What follows belongs to an exercise in optimizing a design on an open flow for a short achievable clock period and few clock cycles; a production flow would make more cautious choices. In this exercise RTL edits were held to simulation tests only and were not proved equivalent to the original. No driver is modelled on the clock port, so clocking that relies on it looks cheaper here than on a real chip. Power figures rest on the tool's default switching activity, not on a simulated workload.

## dcache_top
module dcache_top (
	input logic clk,
	input logic rst,
	input logic rd_en,
	input logic wr_en,
	input dcache_pkg::addr_t addr,
	input dcache_pkg::data_t wr_data,
	output dcache_pkg::data_t rd_data,
	output logic busy,
	output logic valid,
	output logic mem_rd_en,
	output logic mem_wr_en,
	output dcache_pkg::addr_t mem_addr,
	output dcache_pkg::data_t mem_wr_data,
	input dcache_pkg::data_t mem_rd_data
);
For scale: ~3800 flip-flops, ~160 I/O pins, roughly 0.17 mm² of cells after synthesis.
==> flow/config.mk <==
export PLATFORM = sky130hd
export DESIGN_NAME = dcache_top
export DESIGN_NICKNAME = dcache_top
export VERILOG_FILES = /design/flow/design.v
export SDC_FILE = /design/flow/constraint.sdc
export NUM_CORES = 4
export LEC_CHECK = 0
export ABC_CLOCK_PERIOD_IN_PS = 3000
export CAP_MARGIN = 20
export CORE_MARGIN = 2
export CORE_UTILIZATION = 40
export SETUP_SLACK_MARGIN = 4.5
export SLEW_MARGIN = 20
export TNS_END_PERCENT = 10
==> flow/constraint.sdc <==
create_clock -name core_clock -period 7.5 [get_ports {clk}]
set_input_delay 1.5000 -clock core_clock [delete_from_list [all_inputs] [get_ports {clk}]]
set_output_delay 1.5000 -clock core_clock [all_outputs]
set_load 0.01 [all_outputs]
run.sh (not shown) runs the stock make flow with config.mk's settings and CLKGATE_MAP_FILE= SYNTH_SCRIPT=/design/flow/synth_recipe.tcl, a recipe that flattens the netlist after the stock synthesis.
Testbench counts at the start, summed over its fixed seeds: cycles 5,306.
Then changed:
==> flow/flow/run.sh (new file) <==
#!/bin/bash
# The standard layout, with these changes to how it is made:
#  - the port buffers are plain sky130_fd_sc_hd__buf_4 cells instead of the
#    delay buffers buffer_ports picks by default;
#  - timing repair may resize a cell to one of another footprint;
#  - after CTS, two more setup repair passes run (flow/post_cts.tcl);
set -euo pipefail
export POST_CTS_TCL="$PWD/flow/post_cts.tcl"
export POST_GLOBAL_ROUTE_TCL="$PWD/flow/post_grt.tcl"
bash standard.sh MATCH_CELL_FOOTPRINT=0 "BUFFER_PORTS_ARGS=-buffer_cell sky130_fd_sc_hd__buf_4" finish > flow_make.log 2>&1
==> flow/flow/post_cts.tcl (new file) <==
# Extra setup repair after CTS. The standard pass often stops at a path it
# cannot improve; fresh passes over all violating endpoints go further.
set_dont_use $::env(DONT_USE_CELLS)
estimate_parasitics -placement
foreach pass {1 2} {
  log_cmd repair_timing -setup -setup_margin $::env(SETUP_SLACK_MARGIN) -repair_tns 100 -verbose
}
log_cmd detailed_placement
check_placement -verbose
estimate_parasitics -placement
report_worst_slack
==> flow/flow/post_grt.tcl (new file) <==
# Extra setup repair with global-routing parasitics, after the standard
# global route step; the changed nets are rerouted and the guides rewritten.
estimate_parasitics -global_routing
log_cmd repair_timing -setup -setup_margin $::env(SETUP_SLACK_MARGIN) -repair_tns 100 -verbose
log_cmd repair_timing -hold -hold_margin 0 -verbose
log_cmd global_route -start_incremental
log_cmd detailed_placement
log_cmd global_route -end_incremental
check_placement -verbose
estimate_parasitics -global_routing
report_worst_slack
report_worst_slack -min
write_guides $::env(RESULTS_DIR)/route.guide
==> flow/standard.sh (new file) <==
#!/bin/bash
# synth_recipe.tcl (not shown) runs the flow's synth.tcl, then flattens the netlist and writes it again
# the make line also repeats each setting of config.mk as NAME=value (left out here)
make -C /OpenROAD-flow-scripts/flow DESIGN_CONFIG=/design/flow/config.mk WORK_HOME=/design/flow/orfs CLKGATE_MAP_FILE= SYNTH_SCRIPT=/design/flow/synth_recipe.tcl "${@:-finish}"
- CORE_UTILIZATION: 40 -> 45
removed: flow/run.sh
The changed run completed with no timing, DRC or antenna violations.
Utilization increases by 5.8 points.
Via count grows slightly.
Sequential share of layout area stays flat.
Count of clock-buffer cells in the layout is lower by 26.
Power goes up slightly.
Cell count fell by a few percent.
Sequential cell count stays the same.
Then changed:
==> flow/flow/run.sh (replaced) <==
#!/bin/bash
set -euo pipefail
export POST_CTS_TCL="$PWD/flow/post_cts.tcl"
bash standard.sh MATCH_CELL_FOOTPRINT=0 "BUFFER_PORTS_ARGS=-buffer_cell sky130_fd_sc_hd__buf_4" finish > flow_make.log 2>&1
- CORE_UTILIZATION: 45 -> 35
removed: flow/flow/post_grt.tcl
Outcome:
- The new run completed with no timing, DRC or antenna violations
- sequential share of layout area went down by 0.15 points
- combinational power is about the same
- cell count went up by 7.6%
- flip-flop and latch count does not change
- setup slack improved by 0.016 ns
- cell area went up by 0.33%
- clock skew went up by 0.053 ns
- core utilization went down by 11 points
Then changed:
--- a/flow/flow/run.sh
+++ b/flow/flow/run.sh
@@ -1,0 +2,5 @@
+# The standard layout, with these changes to how it is made:
+#  - the port buffers are plain sky130_fd_sc_hd__buf_4 cells instead of the
+#    delay buffers buffer_ports picks by default;
+#  - timing repair may resize a cell to one of another footprint;
+#  - after CTS, two more setup repair passes run (flow/post_cts.tcl);
@@ -3,0 +9 @@
+export POST_GLOBAL_ROUTE_TCL="$PWD/flow/post_grt.tcl"
==> flow/flow/post_grt.tcl (new file) <==
# Extra setup repair with global-routing parasitics, after the standard
# global route step; the changed nets are rerouted and the guides rewritten.
estimate_parasitics -global_routing
log_cmd repair_timing -setup -setup_margin $::env(SETUP_SLACK_MARGIN) -repair_tns 100 -verbose
log_cmd repair_timing -hold -hold_margin 0 -verbose
log_cmd global_route -start_incremental
log_cmd detailed_placement
log_cmd global_route -end_incremental
check_placement -verbose
estimate_parasitics -global_routing
report_worst_slack
report_worst_slack -min
write_guides $::env(RESULTS_DIR)/route.guide
=> Power is about the same; combinational power barely changes; setup slack gets worse by 0.0035 ns; core utilization hardly moves; cell count barely changes; critical path depth stays the same; clock power barely changes; global-route usage stays the same; count of clock-buffer cells in the layout does not change.

## separate check: timing with driven ports
How much do the figures lean on ideal ports? The routed layouts below were timed once more, with nothing changed but the port constraints. Step 1, drivers: a clkbuf_16 drives clk and a buf_2 each remaining input, both assumed. Step 2 moves the port delays by t, midway between the first and last clock arrival at a register: inputs arrive t later, outputs are due t later. That takes back most of the time a late clock gives input paths. Slacks: no drivers / after step 1 / after step 2; pairs: no drivers / after step 1.
run | t, ns | slack for setup (ns) | worst hold slack (ns) | slew at the worst register clock pin (ns) | pins driven straight from the clock port
the first run | 1.097 | 4.304 / 4.218 / 4.055 | 0.322 / 0.322 / 0.322 | 0.07 / 0.07 | 1
the second run | 1.087 | 4.399 / 4.399 / 3.790 | 0.326 / 0.326 / 0.326 | 0.07 / 0.07 | 1
the third run | 1.155 | 4.415 / 4.294 / 3.637 | 0.321 / 0.321 / 0.321 | 0.07 / 0.07 | 1
the fourth run | 1.153 | 4.411 / 4.290 / 3.630 | 0.321 / 0.321 / 0.321 | 0.07 / 0.07 | 1
After both steps setup and hold are still met in every run listed. For the fourth run, which loses most, drivers alone change the setup slack by -0.121 ns; drivers and shift together by -0.781 ns.
